This design comes from an exercise in tuning for small area and a short achievable clock period on the open sky130 flow, not from production work. The RTL was checked by simulation tests, not by an equivalence proof against the original design. Power figures rest on the tool's default switching activity, not on a simulated workload.

===== flow/design.v =====
package udp_pkg;
  typedef struct packed {
    logic [15:0] src_port;
    logic [15:0] dst_port;
    logic [15:0] length;
  } udp_hdr_t;
  typedef struct packed {
    logic [8-1:0] data;
    logic                   last;
  } rx_beat_t;
  typedef enum logic [3-1:0] {
    CTRL       = 3'd0,
    SEND_PORTS = 3'd1,
    SEND_LEN   = 3'd2,
    RECV_PORTS = 3'd3,
    RECV_LEN   = 3'd4,
    STATUS     = 3'd5
  } csr_addr_e;
endpackage
`timescale 1ns/1ns
module udp_bridge_top
(
  input  logic                   i_clk_axi,
  input  logic                   i_rst_axi,
  input  logic                   i_csr_wr,
  input  logic                   i_csr_rd,
  input  logic [3-1:0] i_csr_addr,
  input  logic [32-1:0] i_csr_wdata,
  output logic [32-1:0] o_csr_rdata,
  input  logic                   i_out_wr,
  input  logic [8-1:0] i_out_data,
  output logic                   o_out_full,
  input  logic                   i_in_rd,
  output logic [8-1:0] o_in_data,
  output logic                   o_in_last,
  output logic                   o_in_empty,
  output logic                   o_tx_valid,
  output logic [8-1:0] o_tx_data,
  output logic                   o_tx_last,
  input  logic                   i_tx_credit,
  input  logic                   i_rx_valid,
  input  logic [8-1:0] i_rx_data,
  input  logic                   i_rx_last,
  output logic                   o_rx_credit,
  output logic                   o_pkt_sent,
  output logic                   o_pkt_recv
);
  logic [15:0] send_src, send_dst, send_len;
  logic [47:0] recv_q;
  logic        irq_sent, irq_recv;
  logic        recv_seen;
  logic [31:0] rdata_q;
  logic        wr_ctrl, send_req, clear_irq, tx_done, recv_valid;
  logic [31:0] rd_mux;
  logic [4:0]  ocnt, icnt;
  assign wr_ctrl   = i_csr_wr && (i_csr_addr == 3'd0);
  assign send_req  = wr_ctrl && i_csr_wdata[0];
  assign clear_irq = wr_ctrl && i_csr_wdata[1];
  always_ff @(posedge i_clk_axi) begin
    if (i_rst_axi) begin
      send_src <= '0;
      send_dst <= '0;
      send_len <= '0;
    end else if (i_csr_wr) begin
      if (i_csr_addr == 3'd1) begin
        send_src <= i_csr_wdata[15:0];
        send_dst <= i_csr_wdata[31:16];
      end
      if (i_csr_addr == 3'd2) send_len <= i_csr_wdata[15:0];
    end
  end
  always_ff @(posedge i_clk_axi) begin
    if (i_rst_axi) begin
      irq_sent <= 1'b0;
      irq_recv <= 1'b0;
    end else begin
      if (clear_irq) begin
        irq_sent <= 1'b0;
        irq_recv <= 1'b0;
      end
      if (tx_done) irq_sent <= 1'b1;
      if (recv_valid) irq_recv <= 1'b1;
    end
  end
  logic sel1, sel2, sel3, sel4, sel5;
  assign sel1 = !i_rst_axi && (i_csr_addr == 3'd1);
  assign sel2 = !i_rst_axi && (i_csr_addr == 3'd2);
  assign sel3 = !i_rst_axi && (i_csr_addr == 3'd3) && recv_seen;
  assign sel4 = !i_rst_axi && (i_csr_addr == 3'd4) && recv_seen;
  assign sel5 = !i_rst_axi && (i_csr_addr == 3'd5);
  assign rd_mux = ({32{sel1}} & {send_dst, send_src})
                | ({32{sel2}} & {16'h0000, send_len})
                | ({32{sel3}} & {recv_q[31:16], recv_q[47:32]})
                | ({32{sel4}} & {16'h0000, recv_q[15:0]})
                | ({32{sel5}} & {11'h000, ocnt, 3'b000, icnt, 6'b0, irq_sent, irq_recv});
  always_ff @(posedge i_clk_axi) begin
    if (i_rst_axi) rdata_q <= '0;
    else if (i_csr_rd) rdata_q <= rd_mux;
  end
  localparam logic [1:0] S_IDLE = 2'd0, S_PEND = 2'd1, S_HDR = 2'd2, S_PAY = 2'd3;
  logic [1:0]  st;
  logic [2:0]  idx;
  logic [7:0]  h_srclo;
  logic [15:0] h_dst, h_len;
  logic [2:0]  cred;
  logic        tx_valid_q, tx_last_q, hd_valid;
  logic [7:0]  tx_data_q;
  logic [7:0]  omem [16];
  logic [3:0]  owr, ord;
  logic        beat, in_hdr, in_pay, pay_pop, ring_ne, need_head;
  logic        hd_valid_n, cred_nz_n;
  logic [1:0]  st_n;
  logic [15:0] len8;
  logic [7:0]  hbyte;
  assign beat    = tx_valid_q;
  assign in_hdr  = (st == S_HDR);
  assign in_pay  = (st == S_PAY);
  assign pay_pop = beat && in_pay;
  assign tx_done = beat && tx_last_q;
  assign ring_ne = (ocnt != {4'b0, hd_valid});
  assign need_head = (in_pay && (!hd_valid || beat)) || (in_hdr && beat && (idx == 3'd7));
  assign hd_valid_n = need_head ? (ring_ne || i_out_wr) : hd_valid;
  assign cred_nz_n = i_tx_credit || (cred > 3'd1) || ((cred == 3'd1) && !beat);
  assign len8    = h_len + 16'd8;
  logic [4:0]  ocnt_wr, ocnt_nowr;
  logic        oring_wsel;
  assign ocnt_nowr  = pay_pop ? ocnt - 5'd1 : ocnt;
  assign ocnt_wr    = pay_pop ? ocnt : ocnt + 5'd1;
  assign oring_wsel = !(need_head && !ring_ne);
  always_comb begin
    case (idx)
      3'd0:    hbyte = h_srclo;
      3'd1:    hbyte = h_dst[15:8];
      3'd2:    hbyte = h_dst[7:0];
      3'd3:    hbyte = len8[15:8];
      3'd4:    hbyte = len8[7:0];
      default: hbyte = 8'h00;
    endcase
  end
  always_comb begin
    st_n = st;
    case (st)
      S_IDLE: if (send_req) st_n = S_PEND;
      S_PEND: st_n = S_HDR;
      S_HDR:  if (beat && idx == 3'd7) st_n = tx_last_q ? S_IDLE : S_PAY;
      S_PAY:  if (beat && tx_last_q) st_n = S_IDLE;
      default: st_n = S_IDLE;
    endcase
  end
  always_ff @(posedge i_clk_axi) begin
    if (i_rst_axi) begin
      st         <= S_IDLE;
      idx        <= '0;
      cred       <= 3'(4);
      tx_valid_q <= 1'b0;
      hd_valid   <= 1'b0;
      ocnt       <= '0;
      owr        <= '0;
      ord        <= '0;
    end else begin
      st         <= st_n;
      cred       <= cred - 3'(beat) + 3'(i_tx_credit);
      tx_valid_q <= ((st_n == S_HDR) || ((st_n == S_PAY) && hd_valid_n)) && cred_nz_n;
      hd_valid   <= hd_valid_n;
      ocnt       <= i_out_wr ? ocnt_wr : ocnt_nowr;
      if (st == S_PEND) idx <= '0;
      else if (in_hdr && beat) idx <= idx + 3'd1;
      if (i_out_wr && oring_wsel) owr <= owr + 4'd1;
      if (need_head && ring_ne) ord <= ord + 4'd1;
    end
  end
  for (genvar k = 0; k < 16; k++) begin : g_omem
    logic osel;
    assign osel = oring_wsel && (owr == 4'(k));
    always_ff @(posedge i_clk_axi) begin
      if (i_out_wr && osel) omem[k] <= i_out_data;
    end
  end
  always_ff @(posedge i_clk_axi) begin
    if (st == S_PEND) begin
      h_srclo <= send_src[7:0];
      h_dst   <= send_dst;
      h_len   <= send_len;
    end else if (pay_pop) begin
      h_len   <= h_len - 16'd1;
    end
  end
  always_ff @(posedge i_clk_axi) begin
    if (i_rst_axi) begin
      tx_data_q <= '0;
      tx_last_q <= 1'b0;
    end else if (st == S_PEND) begin
      tx_data_q <= send_src[15:8];
      tx_last_q <= 1'b0;
    end else if (in_hdr && beat && idx != 3'd7) begin
      tx_data_q <= hbyte;
      tx_last_q <= (idx == 3'd6) && (h_len == 16'd0);
    end else if (need_head) begin
      tx_data_q <= ring_ne ? omem[ord] : i_out_data;
      tx_last_q <= pay_pop ? (h_len == 16'd2) : (h_len == 16'd1);
    end
  end
  logic [2:0]  hcnt;
  logic        pay_ph;
  logic [47:0] hsh;
  logic [3:0]  owed;
  logic        rxc_q;
  logic [8:0]  imem [15];
  logic [3:0]  iwr, ird;
  logic [8:0]  ihead;
  logic        iempty;
  logic        hdr_take, ipush, ipop, head_w, ring_w, ring_r, icnt1;
  assign hdr_take   = i_rx_valid && !pay_ph;
  assign ipush      = i_rx_valid && pay_ph;
  assign recv_valid = ipush && i_rx_last;
  assign ipop       = i_in_rd;
  assign icnt1      = (icnt == 5'd1);
  assign head_w     = ipush && (iempty || (ipop && icnt1));
  assign ring_w     = i_rx_valid && iring_wsel && !(ipop && icnt1);
  assign ring_r     = ipop && !icnt1;
  logic        iring_wsel;
  logic [4:0]  icnt_inc, icnt_dec;
  logic [3:0]  owed_dec, owed_inc;
  assign iring_wsel = pay_ph && !iempty;
  assign icnt_inc   = icnt + 5'd1;
  assign icnt_dec   = icnt - 5'd1;
  assign owed_dec   = (owed == 4'd0) ? 4'd0 : owed - 4'd1;
  assign owed_inc   = owed + 4'd1;
  always_ff @(posedge i_clk_axi) begin
    if (i_rst_axi) begin
      hcnt      <= '0;
      pay_ph    <= 1'b0;
      recv_seen <= 1'b0;
    end else begin
      if (hdr_take) begin
        hcnt <= hcnt + 3'd1;
        if (hcnt == 3'd7) pay_ph <= 1'b1;
      end else if (recv_valid) begin
        pay_ph <= 1'b0;
      end
      if (recv_valid) recv_seen <= 1'b1;
    end
  end
  always_ff @(posedge i_clk_axi) begin
    if (recv_valid) recv_q <= hsh;
  end
  always_ff @(posedge i_clk_axi) begin
    if (hdr_take && (hcnt < 3'd6)) hsh <= {hsh[39:0], i_rx_data};
  end
  always_ff @(posedge i_clk_axi) begin
    if (i_rst_axi) begin
      icnt   <= '0;
      iempty <= 1'b1;
      iwr    <= '0;
      ird    <= '0;
    end else begin
      icnt   <= (ipush && !ipop) ? icnt_inc : (ipop && !ipush) ? icnt_dec : icnt;
      iempty <= !ipush && (iempty || (icnt1 && ipop));
      if (ring_w) iwr <= (iwr == 4'd14) ? 4'd0 : iwr + 4'd1;
      if (ring_r) ird <= (ird == 4'd14) ? 4'd0 : ird + 4'd1;
    end
  end
  for (genvar k = 0; k < 15; k++) begin : g_imem
    logic isel;
    assign isel = iring_wsel && (iwr == 4'(k));
    always_ff @(posedge i_clk_axi) begin
      if (i_rx_valid && isel && !(ipop && icnt1)) imem[k] <= {i_rx_data, i_rx_last};
    end
  end
  always_ff @(posedge i_clk_axi) begin
    if (i_rst_axi) ihead <= '0;
    else if (ring_r) ihead <= imem[ird];
    else if (head_w) ihead <= {i_rx_data, i_rx_last};
  end
  always_ff @(posedge i_clk_axi) begin
    if (i_rst_axi) begin
      rxc_q <= 1'b0;
      owed  <= '0;
    end else begin
      rxc_q <= (owed != 4'd0) || hdr_take || ipop;
      owed  <= (hdr_take && ipop) ? owed_inc : (hdr_take || ipop) ? owed : owed_dec;
    end
  end
  assign o_csr_rdata = rdata_q;
  assign o_out_full  = ocnt[4];
  assign o_in_data   = ihead[8:1];
  assign o_in_last   = ihead[0];
  assign o_in_empty  = iempty;
  assign o_tx_valid  = tx_valid_q;
  assign o_tx_data   = tx_data_q;
  assign o_tx_last   = tx_last_q;
  assign o_rx_credit = rxc_q;
  assign o_pkt_sent  = irq_sent;
  assign o_pkt_recv  = irq_recv;
endmodule

===== flow/flow/run.sh =====
#!/bin/bash
# Own flow: the standard layout (standard.sh) with two changes: the port buffers start
# as buf_2 instead of the resizer's default pick, and clock tree synthesis adds no dummy
# loads. The whole make output goes to standard.log; ORFS keeps each step's log under orfs/logs.
set -uo pipefail
bash standard.sh \
  "BUFFER_PORTS_ARGS=-buffer_cell sky130_fd_sc_hd__buf_2" \
  "CTS_ARGS=-sink_clustering_enable -repair_clock_nets -sink_clustering_size 24 -sink_clustering_max_diameter 60 -dont_use_dummy_load -buf_list {sky130_fd_sc_hd__clkbuf_8 sky130_fd_sc_hd__clkbuf_16}" \
  finish > standard.log 2>&1

===== flow/standard.sh =====
#!/bin/bash
# synth_recipe.tcl (not shown) runs the flow's synth.tcl, then flattens the netlist and writes it again
# the make line also repeats each setting of config.mk as NAME=value (left out here)
make -C /OpenROAD-flow-scripts/flow DESIGN_CONFIG=/design/flow/config.mk WORK_HOME=/design/flow/orfs CLKGATE_MAP_FILE= SYNTH_SCRIPT=/design/flow/synth_recipe.tcl "${@:-finish}"

===== flow/config.mk =====
export PLATFORM = sky130hd
export DESIGN_NAME = udp_bridge_top
export DESIGN_NICKNAME = udp_bridge_top
export VERILOG_FILES = /design/flow/design.v
export SDC_FILE = /design/flow/constraint.sdc
export NUM_CORES = 4
export LEC_CHECK = 0
export CAP_MARGIN = 20
export CORE_MARGIN = 2
export CORE_UTILIZATION = 60
export SETUP_SLACK_MARGIN = 3.75
export SLEW_MARGIN = 20
export TNS_END_PERCENT = 50

===== flow/constraint.sdc =====
create_clock -name core_clock -period 6.0 [get_ports {i_clk_axi}]
set_input_delay 1.2000 -clock core_clock [delete_from_list [all_inputs] [get_ports {i_clk_axi}]]
set_output_delay 1.2000 -clock core_clock [all_outputs]
set_load 0.01 [all_outputs]

==> flow_summary.yaml, run 1 <==
synth:
  postSynthNetCount: 1857
  ys_seq_area_frac: 0.672
  yosys.area.top_type: "edfxtp_1"
  synthArstFlopShare: 0
  synth_cell_types: 75
  syn_inst: 1759
  synth-seq-cells: 546
  yosysWarnings: 3
  netlist_top_cells_area: "edfxtp_1 (54%), dfxtp_1 (13%), nand2_1 (3.3%)"
  netlist_area_um2: 22200
  synth_top_area_frac: 0.539
  synth_enable_flop_cells: 399
  yosys_most_used_dff: "edfxtp_1"
  syn_avg_cell_area_um2: 12.6
cts:
  cts_tree: "done"
  clkLatencyLatePin_ns: 0.57
  cts-htree-levels: 2
  clk_pin_slew_ns: 0.07
  cts_inserted_buffers: 36
  cts.path.max_buffers: 3
  cts_sinks: 546
  root_buffer: "clkbuf_16"
  hold_buffers: 0
placement:
  placed_cell_area_um2: 23300
  hpwl_mm: 36.6
  port_buffers: 115
  gp_congestion: 0.942
pwr:
  switchingPower_mw: 1.51
  internal_power_mw: 5.37
  p_leak_nw: 8.50
  power_density_nw_per_um2: 267
  clockPowerShare: 0.321
  irDropWorstVdd_uv: 244
  seq_power_share: 0.609
  combinationalPowerShare: 0.070
  sw_frac_of_total: 0.219
grt:
  grt_max_degree: 89
  grt_pass1_wl_mm: 84.5
  antenna_found_initial: 0
  grt_use_total: 0.292
  gr-total-overflow: 0
  grt_pass1_vias: 13979
final_layout:
  area_growth_syn_to_layout_pct: 15.8
  drive_above_1_share: 0.204
  postLayoutCellArea_um2: 25700
  fin_util: 0.704
  multiInputGateArea_um2: 7380
  regArea_um2: 15000
  fin_nets: 1986
  n_fill_cell: 2585
outcome:
  status: "timing/DRC/antenna clean"
die:
  die_h_um: 196
  die_w_um: 196
  start_util: 0.608
  rows: 70
  io_pins: 116
  core-area_um2: 36500
  dieArea_um2: 38600
worst_setup_path:
  arrival_ns: 2.58
  path_max_fanout: 9
  critPathCaptureType: "flop"
  worst-endpoint-required_ns: 6.26
  startpoint_type: "input port"
  setup.worst_path.class: "input port to flop"
route:
  drtAntennaViolNets: 0
  post_drt_wl_per_cell_um: 24.5
  via_per_inst: 6.43
  drtIter0Drc: 1514
  vias: 15135
  dr.pass1.iters: 7
  drc_errors: 0
  routed_wl_mm: 57.8
sta:
  worstMarginPinSlew_ns: 1.04
  slew_violations: 0
  finalClockSkew_ns: 0.0518
  tns_ns: 0
  fmax_mhz: 432
  setup_violations: 0
  max_slew_margin: 0.304
  finalCritPeriodShare: 0.385
  rsz0062_at_grt: "true"
  hold_viol_final: 0
  min_period_ns: 2.31
job:
  max_cap_viol_count: 0
min_path:
  min_path_type: "flop to flop"
## placed cells by master (no fill, tap or decap), types with 6 or more instances in the layout
master / count
nand2_2: 7
nand3_1: 48
nor2_1: 114
a221oi_1: 15
nor2_4: 26
buf_4: 55
nor2b_1: 16
a211o_1: 7
nand2b_1: 16
nand2_1: 184
a21oi_1: 107
nor3_1: 18
a22oi_1: 76
xor2_1: 11
a311oi_1: 20
buf_2: 102
o211ai_1: 10
a31oi_1: 9
o21ai_1: 13
xnor2_1: 28
dfxtp_1: 122
edfxtp_1: 399
mux2i_1: 41
dfxtp_4: 13
nor3_4: 11
o21ai_0: 46
a32o_1: 6
inv_1: 23
ha_1: 26
nand3b_1: 7
buf_12: 25
buf_6: 14
a211oi_1: 18
dfxtp_2: 12
clkbuf_16: 38
o22ai_1: 13
nand4_1: 6
a22o_1: 6
a222oi_1: 30
## worst paths after layout
check | slack (ns) | start | endpoint | cells past startpoint
max | 3.69 | i_in_rd | imem[3][8]$_DFFE_PP_ | 7
min | 0.42 | hsh[40]$_DFFE_PP_ | recv_q[40]$_DFFE_PP_ | 0
max reg2reg | 3.69 | icnt[1]$_SDFFE_PP0P_ | imem[3][8]$_DFFE_PP_ | 10
min reg2reg | 0.42 | hsh[40]$_DFFE_PP_ | recv_q[40]$_DFFE_PP_ | 0
## cell families after synthesis
family | after synthesis | share of synthesized area
DFF | 546 | 0.672
AOI/OAI and AO/OA | 424 | 0.132
and+or+nand+nor | 516 | 0.106
adders and majority gates | 38 | 0.0221
xor gates and xnor gates | 39 | 0.0154
muxes | 52 | 0.0266
buffers and inverters | 144 | 0.0261
## area by class of cell
cell class,count,area share
antenna,1,0.0000973
timing repair buffer,204,0.0676
sequential,546,0.583
clock buffer,36,0.0350
inverter,29,0.00443
tap,468,0.0228
multi-input combinational,1071,0.287
## metal layers
metal	routed length, um	share of wire	vias up	track usage
li1	-	-	6882	-
met1	24300	0.42	7484	0.430
met2	27300	0.47	676	0.455
met3	4670	0.081	93	0.0407
met4	1550	0.027	0	0.0909
met5	0	0	-	0
## registers in the layout, summed over array words and instances (netlist names), 5 cells and up
register,count
send_dst,16
h_len,16
send_len,16
rdata_q,32
hsh,48
imem,135
h_dst,16
icnt,5
send_src,16
ocnt,5
tx_data_q,8
ihead,9
h_srclo,8
recv_q,48
omem,128
## Yosys cell counts (15+ instances only)
| master | number |
|---|---|
| nor3_1 | 32 |
| a22oi_1 | 77 |
| clkbuf_1 | 80 |
| a311oi_1 | 20 |
| nor2b_1 | 25 |
| buf_2 | 19 |
| a21oi_1 | 109 |
| edfxtp_1 | 399 |
| a222oi_1 | 30 |
| dfxtp_1 | 147 |
| nand2b_1 | 17 |
| nand2_1 | 193 |
| o21ai_0 | 48 |
| mux2i_1 | 41 |
| ha_1 | 36 |
| inv_1 | 26 |
| nand3_1 | 49 |
| xnor2_1 | 28 |
| a221oi_1 | 15 |
| a211oi_1 | 20 |
| nor2_1 | 143 |
## critical path, cell delays in order
cell and delay [ns]:
buf_4 0.16, a21oi_4 0.24, nand2_4 0.09, or3_4 0.41, buf_4 0.18, nor2_4 0.13
buf_12 0.15
## power groups by stage
stage	registers, mW	clock network [mW]	logic, mW
final	4.19	2.21	0.480
after global routing	4.20	2.37	0.520
after CTS	4.19	2.25	0.444
after detailed placement	4.27	0	0.406
after global placement	4.27	0	0.398
after floorplan	4.25	0	0.250
## timing repair
action	4_1_cts	5_1_grt
endpoints found under the setup margin	450	279
gates resized for setup	104	81
cloned	1	4
pin swaps	19	23
buffers inserted	23	45
## per-stage QoR
| stage | instances | hold slack, ns | power, mW | setup WS (ns) |
|---|---|---|---|---|
| after detailed placement | 2245 | 0.405 | 4.68 | 2.57 |
| final | 2355 | 0.420 | 6.88 | 3.69 |
| after floorplan | 1759 | 0.400 | 4.50 | 3.24 |
| after global routing | 2354 | 0.433 | 7.09 | 3.62 |
| after CTS | 2305 | 0.421 | 6.88 | 3.56 |
| after global placement | 2244 | 0.403 | 4.67 | 2.53 |
==> inputs of run 2 (changes only) <==
--- a/flow/flow/run.sh
+++ b/flow/flow/run.sh
@@ -6,4 +6,4 @@
 bash standard.sh \
   "BUFFER_PORTS_ARGS=-buffer_cell sky130_fd_sc_hd__buf_2" \
-  "CTS_ARGS=-sink_clustering_enable -repair_clock_nets -sink_clustering_size 24 -sink_clustering_max_diameter 60 -dont_use_dummy_load -buf_list {sky130_fd_sc_hd__clkbuf_8 sky130_fd_sc_hd__clkbuf_16}" \
+  "CTS_ARGS=-sink_clustering_enable -repair_clock_nets -sink_clustering_size 30 -sink_clustering_max_diameter 45 -dont_use_dummy_load" \
   finish > standard.log 2>&1
==> flow_summary.yaml, run 2 <==
outcome:
  status: "timing/DRC/antenna clean"
sta:
  max_slew_margin: 0.290
  slew_violations: 0
  rsz0062_at_grt: "true"
  worstMarginPinSlew_ns: 1.06
  finalClockSkew_ns: 0.0573
  fmax_mhz: 433
  holdWs_ns: 0.421
  tns_ns: 0
  hold_viol_final: 0
  finalCritPeriodShare: 0.384
  setup_violations: 0
  setup_slack_ns: 3.69
  min_period_ns: 2.31
worst_setup_path:
  crit_chain: "buf_2"
  setup.worst_path.class: "flop to primary output"
  startpoint_type: "flop"
  worst-endpoint-required_ns: 4.80
  critPathCaptureType: "primary output"
  cp_top_family: "flip-flops"
  cp_slowest_cell: "dfxtp_1"
  path_max_fanout: 2
  critPathMaxStageDelay_ns: 0.38
  arrival_ns: 1.11
  path_buf_inv: 1
final_layout:
  reg_top3: "imem: 135 flops, omem: 128 flops"
  largest_reg_flops: 135
  area_growth_syn_to_layout_pct: 17.5
  fin_util: 0.715
  stdcell_count: 2366
  fin_nets: 1998
  final_common_cell: "edfxtp_1"
  mostFrequentLayoutCells: "edfxtp_1 (399), nand2_1 (185), dfxtp_1 (123)"
  postLayoutCellArea_um2: 26100
  drive_above_1_share: 0.207
  antenna_cells: 0
  regMostFlops: "imem"
placement:
  gp_congestion: 0.942
  placed_cell_area_um2: 23300
  hpwl_mm: 36.6
  dp_cells: 2245
  pre_cts_ws_ns: 2.57
  port_buffers: 115
route:
  vias: 15237
  routed_wl_mm: 58.4
  dr.pass1.iters: 7
  via_per_inst: 6.44
  drtAntennaViolNets: 0
  post_drt_wl_per_cell_um: 24.7
  drc_errors: 0
  drtIter0Drc: 1750
pwr:
  sw_frac_of_total: 0.218
  power_density_nw_per_um2: 281
  combinationalPowerShare: 0.065
  internal_power_mw: 5.73
  switchingPower_mw: 1.60
  seq_power_share: 0.572
  irDropWorstVdd_uv: 284
  fin_total_pwr_mw: 7.33
  p_leak_nw: 8.69
  clockPowerShare: 0.363
synth:
  netlist_top_cells_area: "edfxtp_1 (54%), dfxtp_1 (13%), nand2_1 (3.3%)"
  ys_seq_area_frac: 0.672
  synthArstFlopShare: 0
  synth_top_area_frac: 0.539
  synth_cell_types: 75
  yosys.area.top_type: "edfxtp_1"
  synth-seq-cells: 546
  yosysWarnings: 3
  synth_enable_flop_cells: 399
  syn_avg_cell_area_um2: 12.6
  syn_inst: 1759
  yosys_most_used_dff: "edfxtp_1"
  synth_common_cells: "edfxtp_1 (399), nand2_1 (193), dfxtp_1 (147), nor2_1 (143), a21oi_1 (109)"
  netlist_area_um2: 22200
  postSynthNetCount: 1857
  synth_most_common_cell: "edfxtp_1"
cts:
  cts_tree: "done"
  clk_pin_slew_ns: 0.06
  cts_inserted_buffers: 49
  cts.path.max_buffers: 3
  cts-htree-levels: 2
  clkLatencyLatePin_ns: 0.61
  cts_sinks: 546
  root_buffer: "clkbuf_16"
die:
  io_pins: 116
  rows: 70
  die_w_um: 196
  die_h_um: 196
  core-area_um2: 36500
  dieArea_um2: 38600
  start_util: 0.608
grt:
  grt_pass1_wl_mm: 85.2
  antenna_found_initial: 1
  grt_pass1_vias: 14090
  grt_max_degree: 89
  grt_use_total: 0.293
  gr-total-overflow: 0
min_path:
  min_path_type: "flop to flop"
job:
  max_cap_viol_count: 0
## run 2: cell counts after synthesis
No cell type changed its count.
## run 2: power by group through the flow
| stage | clock, mW | sequential [mW] | combinational (mW) |
|---|---|---|---|
| CTS | 2.71 | 4.19 | 0.449 |
| detailed placement | 0 | 4.27 | 0.406 |
| global route | 2.83 | 4.20 | 0.517 |
| finish | 2.66 | 4.19 | 0.477 |
| global placement | 0 | 4.27 | 0.398 |
| floorplan | 0 | 4.25 | 0.250 |
## run 2: cells by family (layout without fill, tap and decap cells)
kind of cell / count (synthesis) / in the layout / synth area share
DFF: 546 / 546 / 0.672
and+or+nand+nor: 516 / 518 / 0.106
AOI/OAI and AO/OA: 424 / 424 / 0.132
buffers and inverters: 144 / 281 / 0.0261
muxes: 52 / 52 / 0.0266
xor gates and xnor gates: 39 / 39 / 0.0154
adders and majority gates: 38 / 38 / 0.0221
## run 2: area by class of cell
class,count,area [um2]
Fill cell,2544,10400
Inverter,29,109
Timing Repair Buffer,203,1790
Multi-Input combinational cell,1071,7410
Clock buffer,49,1230
Sequential cell,546,15000
Tap cell,468,586
## run 2: repair_timing
item | in CTS | in global routing
gates resized for setup | 105 | 80
hold buffers | 0 | 0
setup buffers | 36 | 31
pin swaps | 26 | 24
gates cloned | 0 | 5
endpoints found under the setup margin | 461 | 336
## run 2: path summary, 6_finish.rpt
path / start / endpoint / slack [ns] / depth (start not counted)
worst min-delay path: hsh[44]$_DFFE_PP_ / recv_q[44]$_DFFE_PP_ / 0.42 / 0
worst max register to register: ord[0]$_SDFFE_PP0P_ / tx_data_q[0]$_SDFFE_PP0P_ / 3.78 / 8
worst min register to register: hsh[44]$_DFFE_PP_ / recv_q[44]$_DFFE_PP_ / 0.42 / 0
worst max-delay path: rdata_q[9]$_SDFFE_PP0P_ / o_csr_rdata[9] / 3.69 / 1
## run 2: per-layer routing
metal	track usage	wire, um	up-vias
met5	0	12	-
met4	0.0794	1410	2
met3	0.0448	4970	110
met2	0.457	27800	699
met1	0.435	24200	7509
li1	-	-	6917
==> inputs of run 3 (changes only) <==
==> flow/flow/run.sh (replaced) <==
#!/bin/bash
# Own flow: the standard layout (standard.sh) with two changes: the port buffers start
# as buf_1 instead of the resizer's default pick, and clock tree synthesis adds no dummy
# loads. The whole make output goes to standard.log; ORFS keeps each step's log under orfs/logs.
set -uo pipefail
bash standard.sh \
  "BUFFER_PORTS_ARGS=-buffer_cell sky130_fd_sc_hd__buf_1" \
  "CTS_ARGS=-sink_clustering_enable -repair_clock_nets -sink_clustering_size 24 -sink_clustering_max_diameter 60 -dont_use_dummy_load" \
  finish > standard.log 2>&1
--- a/flow/config.mk
+++ b/flow/config.mk
@@ -9,5 +9,4 @@
 export CORE_MARGIN = 2
 export CORE_UTILIZATION = 60
-export SETUP_SLACK_MARGIN = 3.75
+export SETUP_SLACK_MARGIN = 3.6
 export SLEW_MARGIN = 20
-export TNS_END_PERCENT = 50
==> flow_summary.yaml, run 3 <==
outcome:
  status: "timing/DRC/antenna clean"
die:
  dieArea_um2: 38600
  io_pins: 116
  die_w_um: 196
  die_h_um: 196
  start_util: 0.608
  rows: 70
  core-area_um2: 36500
grt:
  grt_max_degree: 87
  grt_pass1_vias: 13780
  gr-total-overflow: 0
  antenna_found_initial: 0
  grt_pass1_wl_mm: 83.5
  grt_use_total: 0.287
final_layout:
  fin_nets: 1970
  reg_top3: "imem: 135 flops, omem: 128 flops"
  largest_reg_flops: 135
  postLayoutCellArea_um2: 25100
  drive_above_1_share: 0.117
  regMostFlops: "imem"
  antenna_cells: 0
  final_common_cell: "edfxtp_1"
  area_growth_syn_to_layout_pct: 12.9
  mostFrequentLayoutCells: "edfxtp_1 (399), nand2_1 (185), dfxtp_1 (136)"
sta:
  worstMarginPinSlew_ns: 0.927
  tns_ns: 0
  hold_viol_final: 0
  fmax_mhz: 424
  min_period_ns: 2.36
  finalClockSkew_ns: 0.0496
  setup_violations: 0
  finalCritPeriodShare: 0.393
  slew_violations: 0
  rsz0062_at_grt: "true"
  max_slew_margin: 0.382
pwr:
  clockPowerShare: 0.327
  sw_frac_of_total: 0.219
  power_density_nw_per_um2: 274
  combinationalPowerShare: 0.063
  irDropWorstVdd_uv: 268
  seq_power_share: 0.610
  internal_power_mw: 5.37
  switchingPower_mw: 1.51
  p_leak_nw: 7.99
cts:
  cts_tree: "done"
  cts_sinks: 546
  clk_pin_slew_ns: 0.09
  hold_buffers: 0
  clkLatencyLatePin_ns: 0.56
  root_buffer: "clkbuf_16"
  cts.path.max_buffers: 3
  cts-htree-levels: 2
  cts_inserted_buffers: 37
job:
  max_cap_viol_count: 0
synth:
  synth_common_cells: "edfxtp_1 (399), nand2_1 (193), dfxtp_1 (147), nor2_1 (143), a21oi_1 (109)"
  synthArstFlopShare: 0
  synth-seq-cells: 546
  yosys.area.top_type: "edfxtp_1"
  syn_inst: 1759
  synth_most_common_cell: "edfxtp_1"
  postSynthNetCount: 1857
  synth_enable_flop_cells: 399
  netlist_area_um2: 22200
  synth_cell_types: 75
  yosysWarnings: 3
  yosys_most_used_dff: "edfxtp_1"
  netlist_top_cells_area: "edfxtp_1 (54%), dfxtp_1 (13%), nand2_1 (3.3%)"
  synth_top_area_frac: 0.539
  ys_seq_area_frac: 0.672
  syn_avg_cell_area_um2: 12.6
route:
  routed_wl_mm: 56.3
  vias: 15024
  drtIter0Drc: 1690
  drc_errors: 0
  via_per_inst: 6.43
  post_drt_wl_per_cell_um: 24.1
  dr.pass1.iters: 7
  drtAntennaViolNets: 0
worst_setup_path:
  cp_top_family: "flip-flops"
  critPathMaxStageDelay_ns: 0.38
  startpoint_type: "flop"
  crit_chain: "buf_1"
  arrival_ns: 1.16
  path_max_fanout: 3
  setup.worst_path.class: "flop to primary output"
  critPathCaptureType: "primary output"
  cp_slowest_cell: "dfxtp_1"
  worst-endpoint-required_ns: 4.80
  rrSetupSlack_ns: 3.68
  path_buf_inv: 1
placement:
  hpwl_mm: 35.9
  gp_congestion: 0.951
  port_buffers: 115
  placed_cell_area_um2: 23200
min_path:
  min_path_type: "flop to flop"
run 3: final timing paths:
path	from	to	cells after the start
max	irq_sent$_SDFFE_PP0P_	o_pkt_sent	1
min	hsh[45]$_DFFE_PP_	recv_q[45]$_DFFE_PP_	0
max reg2reg	idx[0]$_SDFFE_PP0N_	omem[1][7]$_DFFE_PP_	8
min reg2reg	hsh[45]$_DFFE_PP_	recv_q[45]$_DFFE_PP_	0
run 3: per-stage QoR:
stage / util / setup WS (ns) / std cells / hold slack (ns) / total power [mW]
2_1_floorplan: - / 3.24 / 1759 / 0.400 / 4.50
5_1_grt: 0.687 / 3.56 / 2338 / 0.426 / 7.10
6_report: 0.687 / 3.64 / 2338 / 0.419 / 6.88
4_1_cts: 0.676 / 3.48 / 2320 / 0.422 / 6.91
3_3_place_gp: 0.636 / 2.40 / 2254 / 0.401 / 4.66
3_5_place_dp: 0.636 / 2.51 / 2254 / 0.405 / 4.68
run 3: per-layer routing:
layer	wire length, um	GRT usage
met1	23800	0.425
met2	26200	0.446
met3	4750	0.0418
met4	1630	0.0847
met5	0	0
run 3: timing repair:
action,4_1_cts,5_1_grt
setup endpoints to repair,438,311
hold endpoints to repair,0,0
buffers inserted,29,17
pin swaps,23,15
cloned,0,1
resized for setup,50,37
run 3: cell families after synthesis:
group           count (synthesis)  share of synthesized area
mux                            52                     0.0266
fa+ha+maj                      38                     0.0221
simple gates                  516                      0.106
flops                         546                      0.672
xor+xnor                       39                     0.0154
buf+inv                       144                     0.0261
compound gates                424                      0.132
run 3: cell type report:
class	instances	area [um2]
inverters	29	123
repair buffers	188	1290
well taps	468	586
multi-input cells	1070	7210
flip-flops and latches	546	14900
clock buffers	37	926
fillers	2577	11400
run 3: power by group through the flow:
stage / registers (mW) / clock network (mW) / logic, mW
6_report: 4.20 / 2.25 / 0.432
4_1_cts: 4.19 / 2.29 / 0.422
5_1_grt: 4.20 / 2.42 / 0.476
2_1_floorplan: 4.25 / 0 / 0.252
3_3_place_gp: 4.28 / 0 / 0.388
3_5_place_dp: 4.28 / 0 / 0.398
==> inputs of run 4 (changes only) <==
--- a/flow/design.v
+++ b/flow/design.v
@@ -84,9 +84,9 @@
   end
   logic sel1, sel2, sel3, sel4, sel5;
-  assign sel1 = !i_rst_axi && (i_csr_addr == 3'd1);
-  assign sel2 = !i_rst_axi && (i_csr_addr == 3'd2);
-  assign sel3 = !i_rst_axi && (i_csr_addr == 3'd3) && recv_seen;
-  assign sel4 = !i_rst_axi && (i_csr_addr == 3'd4) && recv_seen;
-  assign sel5 = !i_rst_axi && (i_csr_addr == 3'd5);
+  assign sel1 = (i_csr_addr == 3'd1);
+  assign sel2 = (i_csr_addr == 3'd2);
+  assign sel3 = (i_csr_addr == 3'd3) && recv_seen;
+  assign sel4 = (i_csr_addr == 3'd4) && recv_seen;
+  assign sel5 = (i_csr_addr == 3'd5);
   assign rd_mux = ({32{sel1}} & {send_dst, send_src})
                 | ({32{sel2}} & {16'h0000, send_len})
@@ -124,8 +124,6 @@
   assign len8    = h_len + 16'd8;
   logic [4:0]  ocnt_wr, ocnt_nowr;
-  logic        oring_wsel;
   assign ocnt_nowr  = pay_pop ? ocnt - 5'd1 : ocnt;
   assign ocnt_wr    = pay_pop ? ocnt : ocnt + 5'd1;
-  assign oring_wsel = !(need_head && !ring_ne);
   always_comb begin
     case (idx)
@@ -166,11 +164,11 @@
       if (st == S_PEND) idx <= '0;
       else if (in_hdr && beat) idx <= idx + 3'd1;
-      if (i_out_wr && oring_wsel) owr <= owr + 4'd1;
-      if (need_head && ring_ne) ord <= ord + 4'd1;
+      if (i_out_wr) owr <= owr + 4'd1;
+      if (need_head && (ring_ne || i_out_wr)) ord <= ord + 4'd1;
     end
   end
   for (genvar k = 0; k < 16; k++) begin : g_omem
     logic osel;
-    assign osel = oring_wsel && (owr == 4'(k));
+    assign osel = (owr == 4'(k));
     always_ff @(posedge i_clk_axi) begin
       if (i_out_wr && osel) omem[k] <= i_out_data;
@@ -217,10 +215,10 @@
   assign icnt1      = (icnt == 5'd1);
   assign head_w     = ipush && (iempty || (ipop && icnt1));
-  assign ring_w     = i_rx_valid && iring_wsel && !(ipop && icnt1);
+  assign ring_w     = ipush;
   assign ring_r     = ipop && !icnt1;
   logic        iring_wsel;
   logic [4:0]  icnt_inc, icnt_dec;
   logic [3:0]  owed_dec, owed_inc;
-  assign iring_wsel = pay_ph && !iempty;
+  assign iring_wsel = pay_ph;
   assign icnt_inc   = icnt + 5'd1;
   assign icnt_dec   = icnt - 5'd1;
@@ -258,5 +256,5 @@
       iempty <= !ipush && (iempty || (icnt1 && ipop));
       if (ring_w) iwr <= (iwr == 4'd14) ? 4'd0 : iwr + 4'd1;
-      if (ring_r) ird <= (ird == 4'd14) ? 4'd0 : ird + 4'd1;
+      if (ring_r || head_w) ird <= (ird == 4'd14) ? 4'd0 : ird + 4'd1;
     end
   end
@@ -265,5 +263,5 @@
     assign isel = iring_wsel && (iwr == 4'(k));
     always_ff @(posedge i_clk_axi) begin
-      if (i_rx_valid && isel && !(ipop && icnt1)) imem[k] <= {i_rx_data, i_rx_last};
+      if (i_rx_valid && isel) imem[k] <= {i_rx_data, i_rx_last};
     end
   end
==> flow/flow/run.sh (replaced) <==
#!/bin/bash
# Own flow: the standard layout (standard.sh) with two changes: the port buffers start
# as buf_2 instead of the resizer's default pick, and clock tree synthesis adds no dummy
# loads. The whole make output goes to standard.log; ORFS keeps each step's log under orfs/logs.
set -uo pipefail
bash standard.sh \
  "BUFFER_PORTS_ARGS=-buffer_cell sky130_fd_sc_hd__buf_2" \
  "CTS_ARGS=-sink_clustering_enable -repair_clock_nets -sink_clustering_size 24 -sink_clustering_max_diameter 60 -dont_use_dummy_load" \
  finish > standard.log 2>&1
--- a/flow/config.mk
+++ b/flow/config.mk
@@ -9,4 +9,4 @@
 export CORE_MARGIN = 2
 export CORE_UTILIZATION = 60
-export SETUP_SLACK_MARGIN = 3.6
+export SETUP_SLACK_MARGIN = 3.7
 export SLEW_MARGIN = 20
==> flow_summary.yaml, run 4 <==
outcome:
  status: "timing/DRC/antenna clean"
worst_setup_path:
  path_max_fanout: 83
  arrival_ns: 2.70
  critPathMaxStageDelay_ns: 0.61
  startpoint_type: "input port"
  cp_slowest_cell: "clkbuf_8"
  crit_chain: "buf_4 -> clkbuf_8 -> a21oi_1"
  r2r_start: "ord[0]$_SDFFE_PP0P_"
  critPathCaptureType: "flop"
  rr_worst_depth: 9
  setup.worst_path.class: "input port to flop"
  rrSetupSlack_ns: 3.70
  worst-endpoint-required_ns: 6.40
  worst_r2r_endpoint: "tx_data_q[4]$_SDFFE_PP0P_"
final_layout:
  regMostFlops: "imem"
  final_common_cell: "edfxtp_1"
  regArea_um2: 15000
  multiInputGateArea_um2: 7220
  n_fill_cell: 2662
  reg_top3: "imem: 135 flops, omem: 128 flops"
  antenna_cells: 0
  postLayoutCellArea_um2: 25100
  fin_nets: 1975
  area_growth_syn_to_layout_pct: 11.9
  drive_above_1_share: 0.183
  largest_reg_flops: 135
  mostFrequentLayoutCells: "edfxtp_1 (399), nand2_1 (179), nor2_1 (129)"
grt:
  antenna_found_initial: 0
  gr-total-overflow: 0
  grt_use_total: 0.296
  grt_pass1_wl_mm: 85.6
  grt_pass1_vias: 14273
  grt_max_degree: 84
sta:
  fmax_mhz: 435
  min_period_ns: 2.30
  max_slew_margin: 0.292
  worstMarginPinSlew_ns: 1.06
  finalCritPeriodShare: 0.383
  tns_ns: 0
  setup_violations: 0
  setup_slack_ns: 3.70
  hold_viol_final: 0
  rsz0062_at_grt: "true"
  slew_violations: 0
  finalClockSkew_ns: 0.0449
cts:
  cts_inserted_buffers: 37
  clkLatencyLatePin_ns: 0.57
  cts-htree-levels: 2
  hold_buffers: 0
  cts_tree: "done"
  clk_pin_slew_ns: 0.08
  cts.path.max_buffers: 3
  root_buffer: "clkbuf_16"
  cts_sinks: 546
synth:
  netlist_top_cells_area: "edfxtp_1 (53%), dfxtp_1 (13%), nand2_1 (3.1%)"
  synth_top_area_frac: 0.534
  synth-compound-area-share: 0.137
  synthXorXnorAreaFrac: 0.0164
  synth_cell_types: 82
  netlist_area_um2: 22400
  syn_avg_cell_area_um2: 12.7
  synth-seq-cells: 546
  synth_adder_area_share: 0.0219
  yosys_most_used_dff: "edfxtp_1"
  syn_inst: 1772
  synth_enable_flop_cells: 399
  synth_top_family_by_area: "compound AO/OA/AOI/OAI gates"
  yosysWarnings: 3
  ys_seq_area_frac: 0.666
  synth_mux_area_frac: 0.0204
  postSynthNetCount: 1870
  yosys.area_share.simple: 0.110
  synthArstFlopShare: 0
  yosys.area.top_type: "edfxtp_1"
  synth_common_cells: "edfxtp_1 (399), nand2_1 (185), dfxtp_1 (147), nor2_1 (143), a21oi_1 (113)"
  synth_most_common_cell: "edfxtp_1"
pwr:
  irDropWorstVdd_uv: 224
  p_leak_nw: 8.42
  power_density_nw_per_um2: 275
placement:
  gp_congestion: 0.890
  pre_cts_ws_ns: 2.73
  port_buffers: 115
  placed_cell_area_um2: 23300
  hpwl_mm: 37.8
route:
  drtAntennaViolNets: 0
  drc_errors: 0
  dr.pass1.iters: 8
  post_drt_wl_per_cell_um: 25.2
  via_per_inst: 6.52
  vias: 15287
  drtIter0Drc: 1780
  routed_wl_mm: 59.0
die:
  core-area_um2: 36700
  io_pins: 116
  die_w_um: 197
  rows: 70
  start_util: 0.611
  dieArea_um2: 38900
  die_h_um: 197
min_path:
  hold_path.startpoint: "hsh[45]$_DFFE_PP_"
  holdPathStages: 0
  holdPathEnd: "recv_q[45]$_DFFE_PP_"
  min_path_type: "flop to flop"
job:
  max_cap_viol_count: 0
-- run 4: cell count changes in the layout (fill, tap and decap cells not counted), moves of 8 or more --
cell and delta:
a32oi_1 +8, and2_1 +16, buf_1 -110, buf_12 -14
buf_2 +111, dfxtp_1 -16, dfxtp_2 +12, mux2i_1 -10
nand3_1 -17, nor2_1 +12, nor2_4 -18
-- run 4: worst max path at each step --
stage,from,end,slack [ns],cells past startpoint
after floorplan,i_rx_valid,hsh[0]$_DFFE_PP_,3.24,3
after global placement,i_csr_addr[0],send_dst[11]$_SDFFE_PP0P_,2.84,5
after detailed placement,i_csr_addr[0],send_src[13]$_SDFFE_PP0P_,2.73,5
after CTS,ord[1]$_SDFFE_PP0P_,tx_data_q[4]$_SDFFE_PP0P_,3.65,9
after global routing,ord[1]$_SDFFE_PP0P_,tx_data_q[4]$_SDFFE_PP0P_,3.55,9
final,i_rst_axi,rxc_q$_SDFF_PP0_,3.70,3
-- run 4: cells by family (layout without fill, tap and decap cells) --
family | count (synthesis) | in the layout
XOR/XNOR | 42 | 42
multiplexers | 43 | 43
buffers and inverters | 146 | 249
AND/OR/NAND/NOR | 515 | 515
flip-flops | 546 | 546
AO/OA/AOI/OAI | 442 | 442
adder cells (fa/ha/maj) | 38 | 38
-- run 4: report_power, final --
group          switching [mW]  internal [mW]
Clock                    1.17           1.10
Sequential             0.0710           4.12
Combinational           0.281          0.156
Total                    1.52           5.37
-- run 4: final cells by class --
| type | instances | share of cell area |
|---|---|---|
| clock buffer | 37 | 0.0369 |
| inverter | 35 | 0.00618 |
| multi-input combinational | 1080 | 0.288 |
| sequential | 546 | 0.597 |
| tap | 468 | 0.0233 |
| timing repair buffer | 177 | 0.0491 |
-- run 4: worst max-delay path, delay by kind of cell --
kind / cells / cell delay, ns
buffers and inverters: 2 / 1.20
AO/OA/AOI/OAI: 1 / 0.15
-- run 4: stage by stage --
step | hold slack (ns) | instances | power, mW | util
CTS | 0.417 | 2316 | 6.91 | 0.670
global route | 0.421 | 2343 | 7.08 | 0.684
finish | 0.409 | 2343 | 6.89 | 0.684
detailed placement | 0.405 | 2261 | 4.69 | 0.636
global placement | 0.402 | 2261 | 4.67 | 0.636
floorplan | 0.400 | 1772 | 4.51 | -
-- run 4: timing repair --
action                                 4_1_cts  5_1_grt
pin swaps                                    2       16
endpoints found under the hold margin        0        0
buffers inserted                            18       23
cloned                                       0        4
gates resized for setup                     63       63
setup endpoints to repair                  245       61
-- run 4: routing by layer --
metal  GRT usage  vias up  routed length [um]
li1            -     6895                   -
met1       0.419     7594               24600
met2       0.467      678               27800
met3      0.0466      120                4690
met4       0.107        0                1980
met5           0        -                   0
==> inputs of run 5 (changes only) <==
--- a/flow/config.mk
+++ b/flow/config.mk
@@ -9,4 +9,4 @@
 export CORE_MARGIN = 2
 export CORE_UTILIZATION = 60
-export SETUP_SLACK_MARGIN = 3.7
+export SETUP_SLACK_MARGIN = 3.6
 export SLEW_MARGIN = 20
==> flow_summary.yaml, run 5 <==
outcome:
  status: "timing/DRC/antenna clean"
cts:
  clk_pin_slew_ns: 0.06
  cts_sinks: 546
  cts.path.max_buffers: 3
  cts_tree: "done"
  clkLatencyLatePin_ns: 0.55
  cts-htree-levels: 2
  root_buffer: "clkbuf_16"
  cts_inserted_buffers: 37
die:
  die_w_um: 197
  core-area_um2: 36700
  rows: 70
  die_h_um: 197
  dieArea_um2: 38900
  start_util: 0.611
  io_pins: 116
placement:
  hpwl_mm: 38.2
  port_buffers: 115
  placed_cell_area_um2: 23300
  gp_congestion: 0.886
worst_setup_path:
  arrival_ns: 2.57
  setup.worst_path.class: "input port to flop"
  worst-endpoint-required_ns: 6.15
  rrSetupSlack_ns: 3.65
  critPathCaptureType: "flop"
  cp_top_family: "simple AND/OR/NAND/NOR gates"
  cp_slowest_cell: "nor2_1"
  critPathMaxStageDelay_ns: 0.85
  startpoint_type: "input port"
  path_max_fanout: 9
  worst_r2r_endpoint: "tx_data_q[2]$_SDFFE_PP0P_"
  cp.depth: 4
  r2r_start: "ord[0]$_SDFFE_PP0P_"
  crit_path_end: "imem[6][3]$_DFFE_PP_"
  rr_worst_depth: 10
  crit_start: "i_rx_valid"
  path_buf_inv: 1
  crit_chain: "buf_2 -> and3_1 -> nand2b_1 -> nor2_1"
route:
  dr.pass1.iters: 8
  via_per_inst: 6.47
  drtIter0Drc: 1874
  drc_errors: 0
  routed_wl_mm: 58.2
  post_drt_wl_per_cell_um: 25.0
  drtAntennaViolNets: 0
  vias: 15040
synth:
  synthArstFlopShare: 0
  yosys_most_used_dff: "edfxtp_1"
  syn_inst: 1772
  synth-seq-cells: 546
  synth_most_common_cell: "edfxtp_1"
  yosysWarnings: 3
  synth_enable_flop_cells: 399
  synth_top_area_frac: 0.534
  syn_avg_cell_area_um2: 12.7
  netlist_top_cells_area: "edfxtp_1 (53%), dfxtp_1 (13%), nand2_1 (3.1%)"
  yosys.area.top_type: "edfxtp_1"
  postSynthNetCount: 1870
  netlist_area_um2: 22400
  ys_seq_area_frac: 0.666
  synth_cell_types: 82
  synth_common_cells: "edfxtp_1 (399), nand2_1 (185), dfxtp_1 (147), nor2_1 (143), a21oi_1 (113)"
sta:
  hold_viol_final: 0
  holdWs_ns: 0.425
  finalCritPeriodShare: 0.403
  fmax_mhz: 414
  setup_violations: 0
  finalClockSkew_ns: 0.0415
  rsz0062_at_grt: "true"
  min_period_ns: 2.42
  worstMarginPinSlew_ns: 1.09
  slew_violations: 0
  tns_ns: 0
  max_slew_margin: 0.271
final_layout:
  fin_util: 0.675
  drive_above_1_share: 0.152
  postLayoutCellArea_um2: 24800
  largest_reg_flops: 135
  antenna_cells: 0
  mostFrequentLayoutCells: "edfxtp_1 (399), nand2_1 (182), dfxtp_1 (141)"
  area_growth_syn_to_layout_pct: 10.5
  reg_top3: "imem: 135 flops, omem: 128 flops"
  final_common_cell: "edfxtp_1"
  fin_nets: 1958
  regMostFlops: "imem"
grt:
  gr-total-overflow: 0
  grt_pass1_wl_mm: 85.9
  use_met3: 0.0384
  grt_max_degree: 65
  grt_pass1_vias: 13950
  antenna_found_initial: 1
  top_usage_layer: "met2"
  gr-usage-met1: 0.439
  grt_use_total: 0.295
  grt.met2_usage: 0.467
min_path:
  min_path_type: "flop to flop"
pwr:
  power_density_nw_per_um2: 277
  irDropWorstVdd_uv: 278
  p_leak_nw: 8.31
job:
  max_cap_viol_count: 0
run 5: cell counts after synthesis:
Identical to the previous run, type by type.
run 5: layout make-up:
cell class / instances / area [um2]
flip-flops and latches: 546 / 14900
repair buffers: 160 / 1040
fillers: 2694 / 11900
clock buffers: 37 / 926
multi-input cells: 1080 / 7130
well taps: 468 / 586
inverters: 35 / 150
run 5: how the worst min path moves through the flow:
stage | from | endpoint | slack, ns | depth (start not counted)
2_1_floorplan | hsh[40]$_DFFE_PP_ | recv_q[40]$_DFFE_PP_ | 0.40 | 0
3_3_place_gp | hsh[46]$_DFFE_PP_ | recv_q[46]$_DFFE_PP_ | 0.40 | 0
3_5_place_dp | hsh[45]$_DFFE_PP_ | recv_q[45]$_DFFE_PP_ | 0.40 | 0
4_1_cts | hsh[46]$_DFFE_PP_ | recv_q[46]$_DFFE_PP_ | 0.43 | 0
5_1_grt | hsh[46]$_DFFE_PP_ | recv_q[46]$_DFFE_PP_ | 0.43 | 0
6_report | hsh[46]$_DFFE_PP_ | recv_q[46]$_DFFE_PP_ | 0.43 | 0
run 5: per-layer routing:
metal  vias to the layer above  routed length [um]
met1                      7498               25200
met4                         2                1180
li1                       6844                   -
met5                         -                  13
met3                        87                4090
met2                       609               27700
run 5: what timing repair did:
action,in CTS,in global routing
hold buffers,0,0
pin swaps,4,9
buffers inserted,2,22
cloned,0,2
setup endpoints to repair,147,100
gates resized for setup,33,42
hold endpoints to repair,0,0
run 5: where the power goes:
part / switching (mW) / internal [mW] / leakage (nW) / total [mW]
Clock: 1.16 / 1.10 / 0.456 / 2.26
Sequential: 0.0667 / 4.12 / 4.86 / 4.19
Combinational: 0.281 / 0.149 / 2.99 / 0.429
Total: 1.51 / 5.36 / 8.31 / 6.87
run 5: through the flow:
step           worst slack, ns  total power, mW  instances
2_1_floorplan             3.24             4.50       1772
3_3_place_gp              2.85             4.67       2263
3_5_place_dp              2.83             4.69       2263
4_1_cts                   3.58             6.89       2302
5_1_grt                   3.51             7.06       2326
6_report                  3.58             6.87       2326
run 5: logic make-up after synthesis:
| group | count (synthesis) | share of synthesized area |
|---|---|---|
| flip-flops | 546 | 0.666 |
| buffers and inverters | 146 | 0.0286 |
| multiplexers | 43 | 0.0204 |
| adder cells (fa/ha/maj) | 38 | 0.0219 |
| XOR/XNOR | 42 | 0.0164 |
| AO/OA/AOI/OAI | 442 | 0.137 |
| AND/OR/NAND/NOR | 515 | 0.110 |
==> inputs of run 6 (changes only) <==
--- a/flow/config.mk
+++ b/flow/config.mk
@@ -9,4 +9,5 @@
 export CORE_MARGIN = 2
 export CORE_UTILIZATION = 60
-export SETUP_SLACK_MARGIN = 3.6
+export SETUP_SLACK_MARGIN = 3.75
 export SLEW_MARGIN = 20
+export TNS_END_PERCENT = 50
==> flow_summary.yaml, run 6 <==
synth:
  synth_top_area_frac: 0.534
  synth-seq-cells: 546
  netlist_area_um2: 22400
  syn_inst: 1772
  synth_common_cells: "edfxtp_1 (399), nand2_1 (185), dfxtp_1 (147), nor2_1 (143), a21oi_1 (113)"
  yosys.area.top_type: "edfxtp_1"
  ys_seq_area_frac: 0.666
  netlist_top_cells_area: "edfxtp_1 (53%), dfxtp_1 (13%), nand2_1 (3.1%)"
  yosysWarnings: 3
  synth_enable_flop_cells: 399
  syn_avg_cell_area_um2: 12.7
  synthArstFlopShare: 0
  synth_cell_types: 82
  synth_most_common_cell: "edfxtp_1"
  postSynthNetCount: 1870
  yosys_most_used_dff: "edfxtp_1"
pwr:
  power_density_nw_per_um2: 272
  irDropWorstVdd_uv: 241
  p_leak_nw: 8.48
final_layout:
  n_fill_cell: 2663
  reg_top3: "imem: 135 flops, omem: 128 flops"
  largest_reg_flops: 135
  final_common_cell: "edfxtp_1"
  mostFrequentLayoutCells: "edfxtp_1 (399), nand2_1 (180), nor2_1 (132)"
  stdcell_count: 2342
  regMostFlops: "imem"
  fin_nets: 1973
  postLayoutCellArea_um2: 25300
  regArea_um2: 15000
  drive_above_1_share: 0.178
  fin_util: 0.688
  area_growth_syn_to_layout_pct: 12.7
  multiInputGateArea_um2: 7260
cts:
  cts-htree-levels: 2
  cts_sinks: 546
  cts_inserted_buffers: 37
  root_buffer: "clkbuf_16"
  cts_tree: "done"
  clk_pin_slew_ns: 0.08
  hold_buffers: 0
  cts.path.max_buffers: 3
  clkLatencyLatePin_ns: 0.55
sta:
  finalClockSkew_ns: 0.0398
  setup_violations: 0
  finalCritPeriodShare: 0.398
  worstMarginPinSlew_ns: 1.08
  rsz0062_at_grt: "true"
  min_period_ns: 2.39
  max_slew_margin: 0.279
  tns_ns: 0
  holdWs_ns: 0.417
  slew_violations: 0
  hold_viol_final: 0
  fmax_mhz: 419
route:
  dr.pass1.iters: 6
  drtAntennaViolNets: 0
  via_per_inst: 6.46
  drtIter0Drc: 1579
  routed_wl_mm: 58.6
  post_drt_wl_per_cell_um: 25.0
  vias: 15124
  drc_errors: 0
worst_setup_path:
  arrival_ns: 2.80
  startpoint_type: "input port"
  path_buf_inv: 2
  crit_chain: "buf_2 -> nand2_4 -> inv_1 -> ha_1 -> or4b_2 -> a21oi_1 -> xnor2_1 -> nor2_1"
  setup.worst_path.class: "input port to flop"
  critPathCaptureType: "flop"
  path_max_fanout: 9
  critPathMaxStageDelay_ns: 0.62
  worst-endpoint-required_ns: 6.42
  cp_slowest_cell: "or4b_2"
  cp_top_family: "simple AND/OR/NAND/NOR gates"
die:
  start_util: 0.611
  rows: 70
  io_pins: 116
  die_w_um: 197
  die_h_um: 197
  dieArea_um2: 38900
  core-area_um2: 36700
grt:
  gr-total-overflow: 0
  grt_pass1_vias: 14023
  antenna_found_initial: 0
  grt_max_degree: 111
  grt_use_total: 0.300
  grt_pass1_wl_mm: 87.0
placement:
  gp_congestion: 0.886
  placed_cell_area_um2: 23400
  dp_cells: 2265
  port_buffers: 115
  hpwl_mm: 37.9
outcome:
  status: "timing/DRC/antenna clean"
min_path:
  min_path_type: "flop to flop"
job:
  max_cap_viol_count: 0
## run 6: cell count changes in the layout (fill, tap and decap cells not counted), moves of 3 or more
cell,delta
buf_6,+10
nor2b_2,+3
and2_1,-7
nor2b_1,-3
buf_4,+6
dfxtp_1,-13
and2_2,+7
buf_2,-10
dfxtp_2,+11
bufbuf_16,+3
buf_12,+6
## run 6: cell families (layout without fill, tap and decap cells)
logic type / count (synthesis) / in the layout / share of synthesized area
and+or+nand+nor: 515 / 515 / 0.110
DFF: 546 / 546 / 0.666
AOI/OAI and AO/OA: 442 / 442 / 0.137
muxes: 43 / 43 / 0.0204
adders and majority gates: 38 / 38 / 0.0219
buffers and inverters: 146 / 247 / 0.0286
other: 0 / 1 / 0
xor gates and xnor gates: 42 / 42 / 0.0164
## run 6: timing repair
action / 4_1_cts / 5_1_grt
endpoints found under the hold margin: 0 / 0
setup buffers: 17 / 17
pin swaps: 10 / 10
endpoints found under the setup margin: 253 / 195
gates cloned: 5 / 0
resized for setup: 77 / 61
## run 6: per-stage QoR
stage	setup slack, ns	total power, mW
2_1_floorplan	3.24	4.51
3_3_place_gp	2.66	4.67
3_5_place_dp	2.60	4.69
4_1_cts	3.56	6.89
5_1_grt	3.53	7.09
6_report	3.61	6.88
## run 6: path summary, 6_finish.rpt
kind                       startpoint                        end  slack (ns)  cells past startpoint
setup / recovery           i_rx_valid       icnt[4]$_SDFFE_PP0P_        3.61                      8
hold / removal      hsh[43]$_DFFE_PP_       recv_q[43]$_DFFE_PP_        0.42                      0
setup reg to reg  ord[1]$_SDFFE_PP0P_  tx_data_q[4]$_SDFFE_PP0P_        3.78                      9
hold reg to reg     hsh[43]$_DFFE_PP_       recv_q[43]$_DFFE_PP_        0.42                      0
## run 6: area by class of cell
cell class / count / share of cell area
diodes: 1 / 0.0000990
clock buffers: 37 / 0.0366
inverters: 35 / 0.00629
multi-input cells: 1080 / 0.287
flip-flops and latches: 546 / 0.592
well taps: 468 / 0.0232
repair buffers: 175 / 0.0543
## run 6: layer usage
layer | part of all wire | vias to the layer above | GRT usage | routed length (um)
li1 | - | 6889 | - | -
met2 | 0.47 | 691 | 0.478 | 27700
met4 | 0.022 | 0 | 0.0763 | 1270
met1 | 0.42 | 7468 | 0.432 | 24400
met5 | 0 | - | 0 | 0
met3 | 0.090 | 76 | 0.0516 | 5280
## run 6: report_power, final
group          internal, mW  leakage [nW]  switching [mW]
clock network          1.09         0.456            1.15
registers              4.12          4.87          0.0702
logic                 0.162          3.16           0.283
total                  5.38          8.48            1.50
==> inputs of run 7 (changes only) <==
--- a/flow/config.mk
+++ b/flow/config.mk
@@ -9,5 +9,4 @@
 export CORE_MARGIN = 2
 export CORE_UTILIZATION = 60
-export SETUP_SLACK_MARGIN = 3.75
+export SETUP_SLACK_MARGIN = 3.8
 export SLEW_MARGIN = 20
-export TNS_END_PERCENT = 50
==> flow_summary.yaml, run 7 <==
final_layout:
  postLayoutCellArea_um2: 25900
  n_fill_cell: 2557
  largest_reg_flops: 135
  multiInputGateArea_um2: 7400
  regMostFlops: "imem"
  fin_nets: 1994
  reg_top3: "imem: 135 flops, omem: 128 flops"
  final_common_cell: "edfxtp_1"
  area_growth_syn_to_layout_pct: 15.3
  stdcell_count: 2362
  drive_above_1_share: 0.221
  regArea_um2: 15000
  antenna_cells: 0
  mostFrequentLayoutCells: "edfxtp_1 (399), nand2_1 (178), nor2_1 (127)"
cts:
  clk_pin_slew_ns: 0.06
  cts_tree: "done"
  hold_buffers: 0
  cts_sinks: 546
  cts-htree-levels: 2
  clkLatencyLatePin_ns: 0.56
  root_buffer: "clkbuf_16"
  cts_inserted_buffers: 38
  cts.path.max_buffers: 3
grt:
  grt_pass1_wl_mm: 87.5
  antenna_found_initial: 0
  gr-total-overflow: 0
  grt_pass1_vias: 14393
  grt_max_degree: 79
  grt_use_total: 0.299
pwr:
  power_density_nw_per_um2: 270
  irDropWorstVdd_uv: 260
  p_leak_nw: 8.64
die:
  io_pins: 116
  rows: 70
  die_w_um: 197
  start_util: 0.611
  die_h_um: 197
  dieArea_um2: 38900
  core-area_um2: 36700
synth:
  synth_common_cells: "edfxtp_1 (399), nand2_1 (185), dfxtp_1 (147), nor2_1 (143), a21oi_1 (113)"
  synth_cell_types: 82
  netlist_area_um2: 22400
  synth_most_common_cell: "edfxtp_1"
  synth_top_area_frac: 0.534
  yosysWarnings: 3
  syn_inst: 1772
  synth-seq-cells: 546
  synthArstFlopShare: 0
  syn_avg_cell_area_um2: 12.7
  yosys.area.top_type: "edfxtp_1"
  netlist_top_cells_area: "edfxtp_1 (53%), dfxtp_1 (13%), nand2_1 (3.1%)"
  synth_enable_flop_cells: 399
  postSynthNetCount: 1870
  yosys_most_used_dff: "edfxtp_1"
  ys_seq_area_frac: 0.666
route:
  drc_errors: 0
  drtAntennaViolNets: 0
  via_per_inst: 6.52
  post_drt_wl_per_cell_um: 25.0
  dr.pass1.iters: 8
  routed_wl_mm: 59.1
  drtIter0Drc: 1649
  vias: 15409
job:
  max_cap_viol_count: 0
worst_setup_path:
  cp_slowest_cell: "dfxtp_1"
  setup.worst_path.class: "flop to primary output"
  crit_chain: "buf_2"
  worst_r2r_endpoint: "tx_data_q[4]$_SDFFE_PP0P_"
  rr_worst_depth: 9
  critPathMaxStageDelay_ns: 0.37
  cp_top_family: "flip-flops"
  r2r_start: "ord[1]$_SDFFE_PP0P_"
  path_buf_inv: 1
  arrival_ns: 1.05
  worst-endpoint-required_ns: 4.80
  startpoint_type: "flop"
  critPathCaptureType: "primary output"
  rrSetupSlack_ns: 3.76
  path_max_fanout: 2
min_path:
  holdPathEnd: "recv_q[43]$_DFFE_PP_"
  holdPathStages: 0
  hold_path.startpoint: "hsh[43]$_DFFE_PP_"
  min_path_type: "flop to flop"
sta:
  worstMarginPinSlew_ns: 1.11
  tns_ns: 0
  fmax_mhz: 445
  holdWs_ns: 0.421
  max_slew_margin: 0.258
  finalClockSkew_ns: 0.0454
  min_period_ns: 2.25
  rsz0062_at_grt: "true"
  hold_viol_final: 0
  slew_violations: 0
  setup_violations: 0
  finalCritPeriodShare: 0.374
outcome:
  status: "timing/DRC/antenna clean"
placement:
  placed_cell_area_um2: 23400
  dp_cells: 2259
  hpwl_mm: 37.7
  port_buffers: 115
  gp_congestion: 0.881
[run 7: where the power goes]
group | internal [mW] | leakage [nW] | switching [mW]
Combinational | 0.196 | 3.29 | 0.290
Clock | 1.12 | 0.468 | 1.18
Sequential | 4.12 | 4.88 | 0.0738
[run 7: cell type report]
class | instances | area share
clock buffers | 38 | 0.0368
repair buffers | 194 | 0.0670
inverters | 35 | 0.00600
multi-input cells | 1081 | 0.286
well taps | 468 | 0.0226
flip-flops and latches | 546 | 0.581
[run 7: kinds of logic (layout without fill, tap and decap cells)]
group	after synthesis	count (layout)	synth area share
multiplexers	43	43	0.0204
adder cells (fa/ha/maj)	38	38	0.0219
XOR/XNOR	42	42	0.0164
AO/OA/AOI/OAI	442	442	0.137
flip-flops	546	546	0.666
buffers and inverters	146	267	0.0286
AND/OR/NAND/NOR	515	516	0.110
[run 7: how the worst max path moves through the flow]
stage,start,to,slack [ns],depth (start not counted)
global route,idx[2]$_SDFFE_PP0N_,tx_data_q[6]$_SDFFE_PP0P_,3.66,6
CTS,idx[0]$_SDFFE_PP0N_,tx_data_q[0]$_SDFFE_PP0P_,3.73,8
global placement,i_csr_addr[0],send_src[13]$_SDFFE_PP0P_,2.89,6
floorplan,i_rx_valid,hsh[0]$_DFFE_PP_,3.24,3
finish,tx_data_q[0]$_SDFFE_PP0P_,o_tx_data[0],3.75,1
detailed placement,i_csr_addr[0],send_src[6]$_SDFFE_PP0P_,2.79,6
[run 7: per-layer routing]
layer	global-route usage	vias to the layer above	part of all wire
met1	0.437	7605	0.41
met3	0.0473	120	0.092
met5	0	-	0
met4	0.0897	0	0.029
met2	0.467	737	0.47
li1	-	6947	-
[run 7: repair_timing]
action,CTS,global route
endpoints found under the setup margin,317,232
pin swaps,12,26
gates cloned,2,1
hold endpoints to repair,0,0
gates resized for setup,191,56
setup buffers,34,28
[run 7: through the flow]
| stage | total power [mW] | setup WS (ns) | utilization |
|---|---|---|---|
| floorplan | 4.51 | 3.24 | - |
| global placement | 4.68 | 2.89 | 0.638 |
| detailed placement | 4.69 | 2.79 | 0.638 |
| CTS | 6.97 | 3.73 | 0.692 |
| global route | 7.19 | 3.66 | 0.705 |
| finish | 6.99 | 3.75 | 0.705 |

static timing again, ports no longer ideal:
The flow's constraints put no driver on any port. The routed layouts listed below were extracted and timed again, unchanged, in two steps.
Step 1 assumes that a clkbuf_16 drives the clock port and a buf_2 every other input.
Step 2 times the ports against the registers' clock, not the clock port: input delays grow and output delays shrink by t, the midpoint of the rising clock arrivals with the driver on.
a / b / c = ideal ports / drivers / drivers and shift; a / b = the first two.
run	t, ns	setup WS [ns]	clock arrival spread, ns	pins driven straight from the clock port
run 1	0.603	3.687 / 3.630 / 3.120	0.060 / 0.061	1
run 2	0.631	3.693 / 3.641 / 3.137	0.060 / 0.060	1
run 3	0.587	3.643 / 3.590 / 3.080	0.063 / 0.064	1
run 4	0.605	3.700 / 3.665 / 3.127	0.047 / 0.046	1
run 5	0.588	3.582 / 3.609 / 3.027	0.059 / 0.059	1
run 6	0.587	3.614 / 3.651 / 3.063	0.043 / 0.043	1
run 7	0.595	3.753 / 3.695 / 3.222	0.057 / 0.058	1
After both steps every run listed still meets setup and hold. For run 4, which loses most, drivers alone change the setup slack by -0.035 ns; drivers and shift together by -0.573 ns.
